This is an optimization exercise on Yosys and OpenROAD, whose aim is a short achievable clock period and few clock cycles per item, not a production implementation.
Function was checked by simulation only, so behaviour that the tests miss may differ from the original.
Power is estimated from default activity; no workload was simulated.

**config.mk**
```make
export PLATFORM = sky130hd
export DESIGN_NAME = rv_int_core
export DESIGN_NICKNAME = rv_int_core
export VERILOG_FILES = /design/flow/design.v
export SDC_FILE = /design/flow/constraint.sdc
export NUM_CORES = 4
export LEC_CHECK = 0
export CAP_MARGIN = 20
export CORE_MARGIN = 2
export CORE_UTILIZATION = 40
export SLEW_MARGIN = 20
```
**constraint.sdc**
```tcl
create_clock -name core_clock -period 5.0 [get_ports {clk}]
set_input_delay 1.0000 -clock core_clock [delete_from_list [all_inputs] [get_ports {clk}]]
set_output_delay 1.0000 -clock core_clock [all_outputs]
set_load 0.01 [all_outputs]
```
**design.v**
```verilog
package rv_int_pkg;
    localparam int REG_ADDR_W = 5;
    localparam int NUM_REGS   = 32;
    localparam int INSTR_W    = 32;
    typedef logic [REG_ADDR_W-1:0] reg_addr_t;
    typedef enum logic [6:0] {
        OPC_REG = 7'b0110011,
        OPC_IMM = 7'b0010011
    } opcode_e;
    typedef enum logic [2:0] {
        ALU_ADD = 3'b000,
        ALU_SUB = 3'b001,
        ALU_AND = 3'b010,
        ALU_OR  = 3'b011,
        ALU_SLT = 3'b101
    } alu_op_e;
    localparam logic [2:0] FUNCT3_ADD = 3'b000;  
    localparam logic [2:0] FUNCT3_SLT = 3'b010;
    localparam logic [2:0] FUNCT3_OR  = 3'b110;
    localparam logic [2:0] FUNCT3_AND = 3'b111;
    localparam int OPC_LSB    = 0;
    localparam int OPC_MSB    = 6;
    localparam int RD_LSB     = 7;
    localparam int RD_MSB     = 11;
    localparam int FUNCT3_LSB = 12;
    localparam int FUNCT3_MSB = 14;
    localparam int RS1_LSB    = 15;
    localparam int RS1_MSB    = 19;
    localparam int RS2_LSB    = 20;
    localparam int RS2_MSB    = 24;
    localparam int FUNCT7_B5  = 30;  
    localparam int IMM_I_LSB  = 20;
    localparam int IMM_I_MSB  = 31;  
endpackage
module register_file #(
    parameter int XLEN = 32
) (
    input  logic                   clk,
    input  logic                   rst,
    input  rv_int_pkg::reg_addr_t  rd_addr1,
    input  rv_int_pkg::reg_addr_t  rd_addr2,
    input  logic                   wr_en,
    input  rv_int_pkg::reg_addr_t  wr_addr,
    input  logic [XLEN-1:0]        wr_data,
    output logic [XLEN-1:0]        rd_data1,
    output logic [XLEN-1:0]        rd_data2
);
    logic [XLEN-1:0] regs [rv_int_pkg::NUM_REGS];
    logic            wr_live;
    logic            hit1;
    logic            hit2;
    assign wr_live = wr_en && (wr_addr != '0);
    always_ff @(posedge clk or posedge rst) begin
        if (rst) begin
            for (int i = 0; i < rv_int_pkg::NUM_REGS; i++) begin
                regs[i] <= '0;
            end
        end else if (wr_live) begin
            regs[wr_addr] <= wr_data;
        end
    end
    assign hit1 = wr_live && (wr_addr == rd_addr1);
    assign hit2 = wr_live && (wr_addr == rd_addr2);
    assign rd_data1 = hit1 ? wr_data : regs[rd_addr1];
    assign rd_data2 = hit2 ? wr_data : regs[rd_addr2];
endmodule
module decode_stage #(
    parameter int XLEN = 32
) (
    input  logic                              clk,
    input  logic                              rst,
    input  logic                              in_valid,
    input  logic [rv_int_pkg::INSTR_W-1:0]    in_instr,
    input  logic                              advance,
    input  logic                              wr_en,
    input  rv_int_pkg::reg_addr_t             wr_addr,
    input  logic [XLEN-1:0]                   wr_data,
    output logic                              issue_valid,
    output rv_int_pkg::alu_op_e               issue_alu_op,
    output logic                              issue_use_imm,
    output rv_int_pkg::reg_addr_t             issue_rs1,
    output rv_int_pkg::reg_addr_t             issue_rs2,
    output rv_int_pkg::reg_addr_t             issue_rd,
    output logic [XLEN-1:0]                   issue_rs1_data,
    output logic [XLEN-1:0]                   issue_rs2_data,
    output logic [XLEN-1:0]                   issue_imm,
    output logic                              issue_write_en,
    output logic                              issue_illegal
);
    localparam int IMM_W = rv_int_pkg::IMM_I_MSB - rv_int_pkg::IMM_I_LSB + 1;
    logic [6:0]             opcode;
    logic [2:0]             funct3;
    rv_int_pkg::reg_addr_t  rs1;
    rv_int_pkg::reg_addr_t  rs2;
    rv_int_pkg::reg_addr_t  rd;
    logic [XLEN-1:0]        imm_ext;
    logic [XLEN-1:0]        rs1_data;
    logic [XLEN-1:0]        rs2_data;
    rv_int_pkg::alu_op_e    alu_op;
    logic                   legal;
    logic                   use_imm;
    assign opcode = in_instr[rv_int_pkg::OPC_MSB:rv_int_pkg::OPC_LSB];
    assign funct3 = in_instr[rv_int_pkg::FUNCT3_MSB:rv_int_pkg::FUNCT3_LSB];
    assign rs1    = in_instr[rv_int_pkg::RS1_MSB:rv_int_pkg::RS1_LSB];
    assign rs2    = in_instr[rv_int_pkg::RS2_MSB:rv_int_pkg::RS2_LSB];
    assign rd     = in_instr[rv_int_pkg::RD_MSB:rv_int_pkg::RD_LSB];
    assign imm_ext = {{(XLEN-IMM_W){in_instr[rv_int_pkg::IMM_I_MSB]}},
                      in_instr[rv_int_pkg::IMM_I_MSB:rv_int_pkg::IMM_I_LSB]};
    always_comb begin
        alu_op  = rv_int_pkg::ALU_ADD;
        legal   = 1'b1;
        use_imm = 1'b0;
        case (opcode)
            rv_int_pkg::OPC_REG: begin
                case (funct3)
                    rv_int_pkg::FUNCT3_ADD: alu_op = in_instr[rv_int_pkg::FUNCT7_B5] ?
                                                     rv_int_pkg::ALU_SUB : rv_int_pkg::ALU_ADD;
                    rv_int_pkg::FUNCT3_SLT: alu_op = rv_int_pkg::ALU_SLT;
                    rv_int_pkg::FUNCT3_OR:  alu_op = rv_int_pkg::ALU_OR;
                    rv_int_pkg::FUNCT3_AND: alu_op = rv_int_pkg::ALU_AND;
                    default:                legal  = 1'b0;
                endcase
            end
            rv_int_pkg::OPC_IMM: begin
                use_imm = 1'b1;
                case (funct3)
                    rv_int_pkg::FUNCT3_ADD: alu_op = rv_int_pkg::ALU_ADD;  
                    rv_int_pkg::FUNCT3_SLT: alu_op = rv_int_pkg::ALU_SLT;
                    rv_int_pkg::FUNCT3_OR:  alu_op = rv_int_pkg::ALU_OR;
                    rv_int_pkg::FUNCT3_AND: alu_op = rv_int_pkg::ALU_AND;
                    default:                legal  = 1'b0;
                endcase
            end
            default: legal = 1'b0;
        endcase
    end
    register_file #(
        .XLEN(XLEN)
    ) u_register_file (
        .clk      (clk),
        .rst      (rst),
        .rd_addr1 (rs1),
        .rd_addr2 (rs2),
        .wr_en    (wr_en),
        .wr_addr  (wr_addr),
        .wr_data  (wr_data),
        .rd_data1 (rs1_data),
        .rd_data2 (rs2_data)
    );
    always_ff @(posedge clk or posedge rst) begin
        if (rst) begin
            issue_valid    <= 1'b0;
            issue_write_en <= 1'b0;
            issue_illegal  <= 1'b0;
        end else if (advance) begin
            issue_valid    <= in_valid;
            issue_write_en <= in_valid && legal;
            issue_illegal  <= in_valid && !legal;
        end
    end
    always_ff @(posedge clk) begin
        if (advance) begin
            issue_alu_op   <= alu_op;
            issue_use_imm  <= use_imm;
            issue_rs1      <= rs1;
            issue_rs2      <= rs2;
            issue_rd       <= rd;
            issue_rs1_data <= rs1_data;
            issue_rs2_data <= rs2_data;
            issue_imm      <= imm_ext;
        end
    end
endmodule
module execute_stage #(
    parameter int XLEN = 32
) (
    input  logic                   clk,
    input  logic                   rst,
    input  logic                   advance,
    input  logic                   issue_valid,
    input  rv_int_pkg::alu_op_e    issue_alu_op,
    input  logic                   issue_use_imm,
    input  rv_int_pkg::reg_addr_t  issue_rs1,
    input  rv_int_pkg::reg_addr_t  issue_rs2,
    input  rv_int_pkg::reg_addr_t  issue_rd,
    input  logic [XLEN-1:0]        issue_rs1_data,
    input  logic [XLEN-1:0]        issue_rs2_data,
    input  logic [XLEN-1:0]        issue_imm,
    input  logic                   issue_write_en,
    input  logic                   issue_illegal,
    output logic                   retire_valid,
    output rv_int_pkg::reg_addr_t  retire_rd,
    output logic [XLEN-1:0]        retire_data,
    output logic                   retire_write_en,
    output logic                   retire_illegal
);
    logic             fwd1;
    logic             fwd2;
    logic [XLEN-1:0]  op_a;
    logic [XLEN-1:0]  op_b_reg;
    logic [XLEN-1:0]  op_b;
    logic [XLEN-1:0]  result;
    logic             less;
    assign fwd1 = retire_write_en && (retire_rd != '0) && (retire_rd == issue_rs1);
    assign fwd2 = retire_write_en && (retire_rd != '0) && (retire_rd == issue_rs2);
    assign op_a     = fwd1 ? retire_data : issue_rs1_data;
    assign op_b_reg = fwd2 ? retire_data : issue_rs2_data;
    assign op_b     = issue_use_imm ? issue_imm : op_b_reg;
    assign less = $signed(op_a) < $signed(op_b);
    always_comb begin
        case (issue_alu_op)
            rv_int_pkg::ALU_ADD: result = op_a + op_b;
            rv_int_pkg::ALU_SUB: result = op_a - op_b;
            rv_int_pkg::ALU_AND: result = op_a & op_b;
            rv_int_pkg::ALU_OR:  result = op_a | op_b;
            rv_int_pkg::ALU_SLT: result = {{(XLEN-1){1'b0}}, less};
            default:             result = '0;
        endcase
    end
    always_ff @(posedge clk or posedge rst) begin
        if (rst) begin
            retire_valid    <= 1'b0;
            retire_write_en <= 1'b0;
            retire_illegal  <= 1'b0;
        end else if (advance) begin
            retire_valid    <= issue_valid;
            retire_write_en <= issue_write_en;
            retire_illegal  <= issue_illegal;
        end
    end
    always_ff @(posedge clk) begin
        if (advance) begin
            retire_rd   <= issue_rd;
            retire_data <= result;
        end
    end
endmodule
module result_stage #(
    parameter int XLEN = 32
) (
    input  logic                   out_ready,
    input  logic                   retire_valid,
    input  rv_int_pkg::reg_addr_t  retire_rd,
    input  logic [XLEN-1:0]        retire_data,
    input  logic                   retire_write_en,
    input  logic                   retire_illegal,
    output logic                   advance,
    output logic                   out_valid,
    output rv_int_pkg::reg_addr_t  out_rd,
    output logic [XLEN-1:0]        out_data,
    output logic                   out_illegal,
    output logic                   wr_en,
    output rv_int_pkg::reg_addr_t  wr_addr,
    output logic [XLEN-1:0]        wr_data
);
    logic take;  
    assign take = retire_valid && out_ready;
    assign advance = !retire_valid || out_ready;
    assign out_valid   = retire_valid;
    assign out_rd      = retire_rd;
    assign out_data    = retire_data;
    assign out_illegal = retire_illegal;
    assign wr_en   = take && retire_write_en;
    assign wr_addr = retire_rd;
    assign wr_data = retire_data;
endmodule
module rv_int_core #(
    parameter int XLEN = 32
) (
    input  logic                            clk,
    input  logic                            rst,
    input  logic                            in_valid,
    output logic                            in_ready,
    input  logic [rv_int_pkg::INSTR_W-1:0]  in_instr,
    output logic                            out_valid,
    input  logic                            out_ready,
    output rv_int_pkg::reg_addr_t           out_rd,
    output logic [XLEN-1:0]                 out_data,
    output logic                            out_illegal
);
    logic                   advance;
    logic                   wr_en;
    rv_int_pkg::reg_addr_t  wr_addr;
    logic [XLEN-1:0]        wr_data;
    logic                   issue_valid;
    rv_int_pkg::alu_op_e    issue_alu_op;
    logic                   issue_use_imm;
    rv_int_pkg::reg_addr_t  issue_rs1;
    rv_int_pkg::reg_addr_t  issue_rs2;
    rv_int_pkg::reg_addr_t  issue_rd;
    logic [XLEN-1:0]        issue_rs1_data;
    logic [XLEN-1:0]        issue_rs2_data;
    logic [XLEN-1:0]        issue_imm;
    logic                   issue_write_en;
    logic                   issue_illegal;
    logic                   retire_valid;
    rv_int_pkg::reg_addr_t  retire_rd;
    logic [XLEN-1:0]        retire_data;
    logic                   retire_write_en;
    logic                   retire_illegal;
    assign in_ready = advance;
    decode_stage #(
        .XLEN(XLEN)
    ) u_decode (
        .clk            (clk),
        .rst            (rst),
        .in_valid       (in_valid),
        .in_instr       (in_instr),
        .advance        (advance),
        .wr_en          (wr_en),
        .wr_addr        (wr_addr),
        .wr_data        (wr_data),
        .issue_valid    (issue_valid),
        .issue_alu_op   (issue_alu_op),
        .issue_use_imm  (issue_use_imm),
        .issue_rs1      (issue_rs1),
        .issue_rs2      (issue_rs2),
        .issue_rd       (issue_rd),
        .issue_rs1_data (issue_rs1_data),
        .issue_rs2_data (issue_rs2_data),
        .issue_imm      (issue_imm),
        .issue_write_en (issue_write_en),
        .issue_illegal  (issue_illegal)
    );
    execute_stage #(
        .XLEN(XLEN)
    ) u_execute (
        .clk             (clk),
        .rst             (rst),
        .advance         (advance),
        .issue_valid     (issue_valid),
        .issue_alu_op    (issue_alu_op),
        .issue_use_imm   (issue_use_imm),
        .issue_rs1       (issue_rs1),
        .issue_rs2       (issue_rs2),
        .issue_rd        (issue_rd),
        .issue_rs1_data  (issue_rs1_data),
        .issue_rs2_data  (issue_rs2_data),
        .issue_imm       (issue_imm),
        .issue_write_en  (issue_write_en),
        .issue_illegal   (issue_illegal),
        .retire_valid    (retire_valid),
        .retire_rd       (retire_rd),
        .retire_data     (retire_data),
        .retire_write_en (retire_write_en),
        .retire_illegal  (retire_illegal)
    );
    result_stage #(
        .XLEN(XLEN)
    ) u_result (
        .out_ready       (out_ready),
        .retire_valid    (retire_valid),
        .retire_rd       (retire_rd),
        .retire_data     (retire_data),
        .retire_write_en (retire_write_en),
        .retire_illegal  (retire_illegal),
        .advance         (advance),
        .out_valid       (out_valid),
        .out_rd          (out_rd),
        .out_data        (out_data),
        .out_illegal     (out_illegal),
        .wr_en           (wr_en),
        .wr_addr         (wr_addr),
        .wr_data         (wr_data)
    );
endmodule
```
**run.sh**
```bash
#!/bin/bash
# synth_recipe.tcl (not shown) runs the flow's synth.tcl, then flattens the netlist and writes it again
# the make line also repeats each setting of config.mk as NAME=value (left out here)
make -C /OpenROAD-flow-scripts/flow DESIGN_CONFIG=/design/flow/config.mk WORK_HOME=/design/flow/orfs CLKGATE_MAP_FILE= SYNTH_SCRIPT=/design/flow/synth_recipe.tcl finish
```
==> impl_metrics.py <==
metrics = {
    "global_route": {
        "grt_pass1_vias": 50056,
        "grt_pass1_wl_um": 397000,
        "grt_usage_pct": 36.7,
        "grt_max_degree": 132,
        "grt_overflow": 0,
        "antenna_found_initial": 9,
    },
    "synthesis": {
        "synthFlopType": "dfrtp_1",
        "syn_nets": 5232,
        "synth_cell_type_count": 81,
        "yosysSeqAreaShare_pct": 49.2,
        "syn_area_um2": 60100,
        "synth_edf_count": 127,
        "ys_warn_count": 4,
        "async_flop_share_pct": 89.0,
        "syn_inst": 5084,
        "synth_area_leader_cell": "dfrtp_1",
        "synthTopCellsByArea": "dfrtp_1 43%, mux2_2 19%, edfxtp_1 6.3%, a221oi_1 4.7%, a22o_1 4.7%",
        "ys_seq_elements": 1157,
        "synth.top_cell.area_share_pct": 42.9,
        "syn_area_per_cell_um2": 11.8,
    },
    "timing": {
        "hold_violations": 0,
        "period_needed_ps": 4800,
        "grt_setup_unrepaired": "yes",
        "setup_viol": 0,
        "fmax_ghz": 0.208,
        "worst_pin_slew_ps": 1260,
        "slew_viol_final": 0,
        "min_period_over_period_pct": 96.0,
        "clock_skew_ps": 37.8,
        "relSlewSlack_pct": 15.8,
    },
    "pwr": {
        "p_per_area_nw_per_um2": 325,
        "power.leakage_nw": 31.6,
        "power.total_mw": 22.9,
        "peakVddDrop_mv": 0.278,
    },
    "final_layout": {
        "nNetsFinal": 5310,
        "syn2layout_area_growth_pct": 17.4,
        "instances_no_fill": 7288,
        "fillers": 13450,
        "layout-drive-gt1-share_pct": 33.0,
    },
    "hold_path": {
        "worstHoldPathType": "flip-flop to flip-flop",
    },
    "place": {
        "gp_congestion": 0.954,
        "hpwl_um": 167000,
        "portBuffers": 75,
        "dp.cells": 7051,
    },
    "clocking": {
        "cts-htree-levels": 3,
        "clkTransAtPathRegs_ps": 70,
        "cts_root_buf": "clkbuf_16",
        "cts_sinks": 1157,
        "cts_tree": "yes",
        "clk_latency_ps": 800,
        "numCtsBuffers": 120,
        "clock_path_buffers": 3,
    },
    "floorplanning": {
        "ios": 76,
        "coreArea_um2": 150000,
        "initial_utilization_pct": 40.2,
        "die_h_um": 392,
        "dieArea_um2": 153000,
        "rows": 142,
        "die_w_um": 392,
    },
    "setup_path": {
        "crit_path_max_fanout": 4,
        "critPathKind": "flip-flop to flip-flop",
        "reg2reg_slack_ps": 200,
        "end_kind": "flip-flop",
        "required_ps": 5550,
        "crit_arrival_ps": 5350,
        "cp-start-kind": "flip-flop",
    },
    "status": {
        "status": "no timing/DRC/antenna violations",
    },
    "detailed_routing": {
        "post_drt_via_cell_ratio": 7.11,
        "routed_wl_um": 286000,
        "detail_route.wl_per_cell_um": 39.3,
        "ant_nets": 0,
        "drtPass1Iterations": 11,
        "drc": 0,
        "num_vias": 51810,
        "drtIter0Drc": 9565,
    },
    "flow_run": {
        "maxCapViolCount": 0,
    },
}
## area by class of cell
class	instances	area (um2)	area share (%)
clock inverter	50	626	0.886
clock buffer	177	3530	5.00
inverter	100	384	0.544
timing repair buffer	465	5010	7.10
antenna	5	12.5	0.0177
sequential	1157	29600	41.9
tap	2016	2520	3.57
multi-input combinational	3318	28900	40.9
## state kept, by name (all words and copies together), names as in the netlist, 3 cells and up
| name | count |
|---|---|
| u_decode.u_register_file.regs | 1024 |
| u_decode.issue_rs1_data | 32 |
| u_decode.issue_rs2_data | 32 |
| u_execute.retire_data | 32 |
| u_decode.issue_imm | 12 |
| u_decode.issue_rd | 5 |
| u_decode.issue_rs1 | 5 |
| u_execute.retire_rd | 5 |
| u_decode.issue_alu_op | 3 |
## cells in the mapped netlist (3+ instances only)
| master | number |
|---|---|
| dfrtp_1 | 1030 |
| mux2_2 | 1021 |
| clkbuf_1 | 383 |
| a221oi_1 | 324 |
| a22o_1 | 322 |
| a22oi_1 | 318 |
| nor2_1 | 163 |
| a21oi_1 | 157 |
| nand2_1 | 149 |
| nand4_1 | 136 |
| o21ai_0 | 132 |
| edfxtp_1 | 127 |
| ha_1 | 110 |
| buf_2 | 100 |
| inv_1 | 99 |
| nand3_1 | 82 |
| o32ai_1 | 65 |
| mux2i_1 | 45 |
| xnor2_1 | 32 |
| buf_1 | 22 |
| o21bai_1 | 19 |
| nor3_1 | 17 |
| a211oi_1 | 16 |
| nand2b_1 | 16 |
| a21o_1 | 15 |
| nor2b_1 | 15 |
| o22ai_1 | 15 |
| xor2_1 | 14 |
| nand3b_1 | 11 |
| o31ai_1 | 11 |
| nor4_1 | 9 |
| o211ai_1 | 8 |
| or2_2 | 8 |
| and3_1 | 7 |
| or3_1 | 7 |
| a31oi_1 | 6 |
| a41oi_1 | 5 |
| a2111oi_0 | 3 |
| buf_4 | 3 |
| nor4_2 | 3 |
| o211a_1 | 3 |
| o31a_1 | 3 |
| or4_1 | 3 |
## per-stage QoR
stage | worst slack [ps] | setup TNS [ps] | hold WS, ps | instance area [um2] | utilization (%)
2_1_floorplan | -10200 | - | 400 | 60100 | -
3_3_place_gp | -254 | -1310 | 389 | 66300 | 44.3
3_5_place_dp | -258 | -983 | 392 | 66300 | 44.3
4_1_cts | 51.2 | 0 | 405 | 70500 | 47.1
5_1_grt | -24.8 | -24.8 | 411 | 70600 | 47.2
6_report | 201 | 0 | 408 | 70600 | 47.2
## kinds of logic after synthesis
group | Yosys count | synth area share [%]
buffers and inverters | 609 | 4.04
AND/OR/NAND/NOR | 637 | 5.22
XOR/XNOR | 46 | 0.670
AO/OA/AOI/OAI | 1455 | 18.6
flip-flops | 1157 | 49.2
adder cells (fa/ha/maj) | 112 | 2.36
multiplexers | 1068 | 19.9
## placed cells by master, fill, tap and decap left out, types with 15 or more instances in the layout
cell type,n
clkbuf_1,29
clkbuf_8,25
xnor2_1,32
a221oi_1,324
ha_1,108
edfxtp_1,127
mux2_2,1021
a211oi_1,16
clkdlybuf4s50_1,75
clkbuf_16,123
nor2b_1,15
o21bai_1,19
inv_1,97
nor2_4,80
nor2_1,82
a22oi_1,318
clkinv_2,17
buf_12,106
nand3_1,79
buf_4,283
nor3_1,17
nand2b_1,16
a21o_1,15
a21oi_1,155
o22ai_1,15
o21ai_0,128
nand4_1,136
a22o_1,322
mux2i_1,45
nand2_1,138
o32ai_1,65
dfrtp_1,1030
## power by group
part           switching (mW)  internal (mW)
sequential              0.129           9.73
combinational            2.48          0.989
clock                    4.14           5.47
total                    6.76           16.2
## per-layer routing
metal / global-route usage, % / wire length [um] / part of all wire (%) / vias up
met5: 1.72 / 393 / 0.14 / -
met4: 22.8 / 21900 / 7.6 / 18
met3: 16.3 / 43200 / 15 / 1410
met2: 51.6 / 116000 / 41 / 4548
met1: 45.6 / 105000 / 37 / 25998
li1: - / - / - / 19836
## worst paths after layout
check                                                      from                               endpoint  depth (start not counted)
max                                      u_execute.retire_rd[4]              u_execute.retire_data[27]                         16
min                        u_decode.u_register_file.regs[0][31]   u_decode.u_register_file.regs[0][31]                          0
max reg2reg                              u_execute.retire_rd[4]              u_execute.retire_data[27]                         16
min reg2reg                u_decode.u_register_file.regs[0][31]   u_decode.u_register_file.regs[0][31]                          0
max in group asynchronous                                   rst  u_decode.u_register_file.regs[10][10]                          3
min in group asynchronous                                   rst   u_decode.u_register_file.regs[20][3]                          2
## worst max-delay path, stage by stage (launching register included)
cell	delay (ps)
edfxtp_1	420
buf_4	180
o41ai_4	510
nor4_4	100
buf_4	190
buf_4	150
mux2_2	300
ha_1	310
or2_2	340
or4_1	430
a21oi_2	170
o21ai_1	180
o211ai_1	310
a41o_1	300
a21oi_1	100
or3_1	350
a31o_1	210
## repair_timing
action	CTS	global route
resized for setup	1	16
buffers inserted	3	0
pin swaps	1	1
endpoints found under the setup margin	12	12
hold buffers	0	0
Testbench counts, summed over its fixed seeds: cycles 12,016, items 12,000.

-- what the ideal ports hide --
Ports are ideal in the flow. The routed layout listed here was re-timed in OpenROAD. Step 1 (the two cells are an assumption about what drives the block):
set clk [get_ports {clk}]
set_driving_cell -lib_cell sky130_fd_sc_hd__clkbuf_16 $clk
set_driving_cell -lib_cell sky130_fd_sc_hd__buf_2 [delete_from_list [all_inputs] $clk]
Step 2 times the ports against the registers' clock, not the clock port: input delays grow and output delays shrink by t, the midpoint of the rising clock arrivals with the driver on. Three values: ideal, step 1, step 2; two values: the first two.
shift t [ns]: 0.870
setup WS [ns]: 0.201 / 0.201 / 0.167
hold slack, ns: 0.408 / 0.408 / 0.408
After both steps this run still meets setup and hold. The setup slack of this run moves by 0.000 ns with the drivers and by -0.034 ns with both steps.
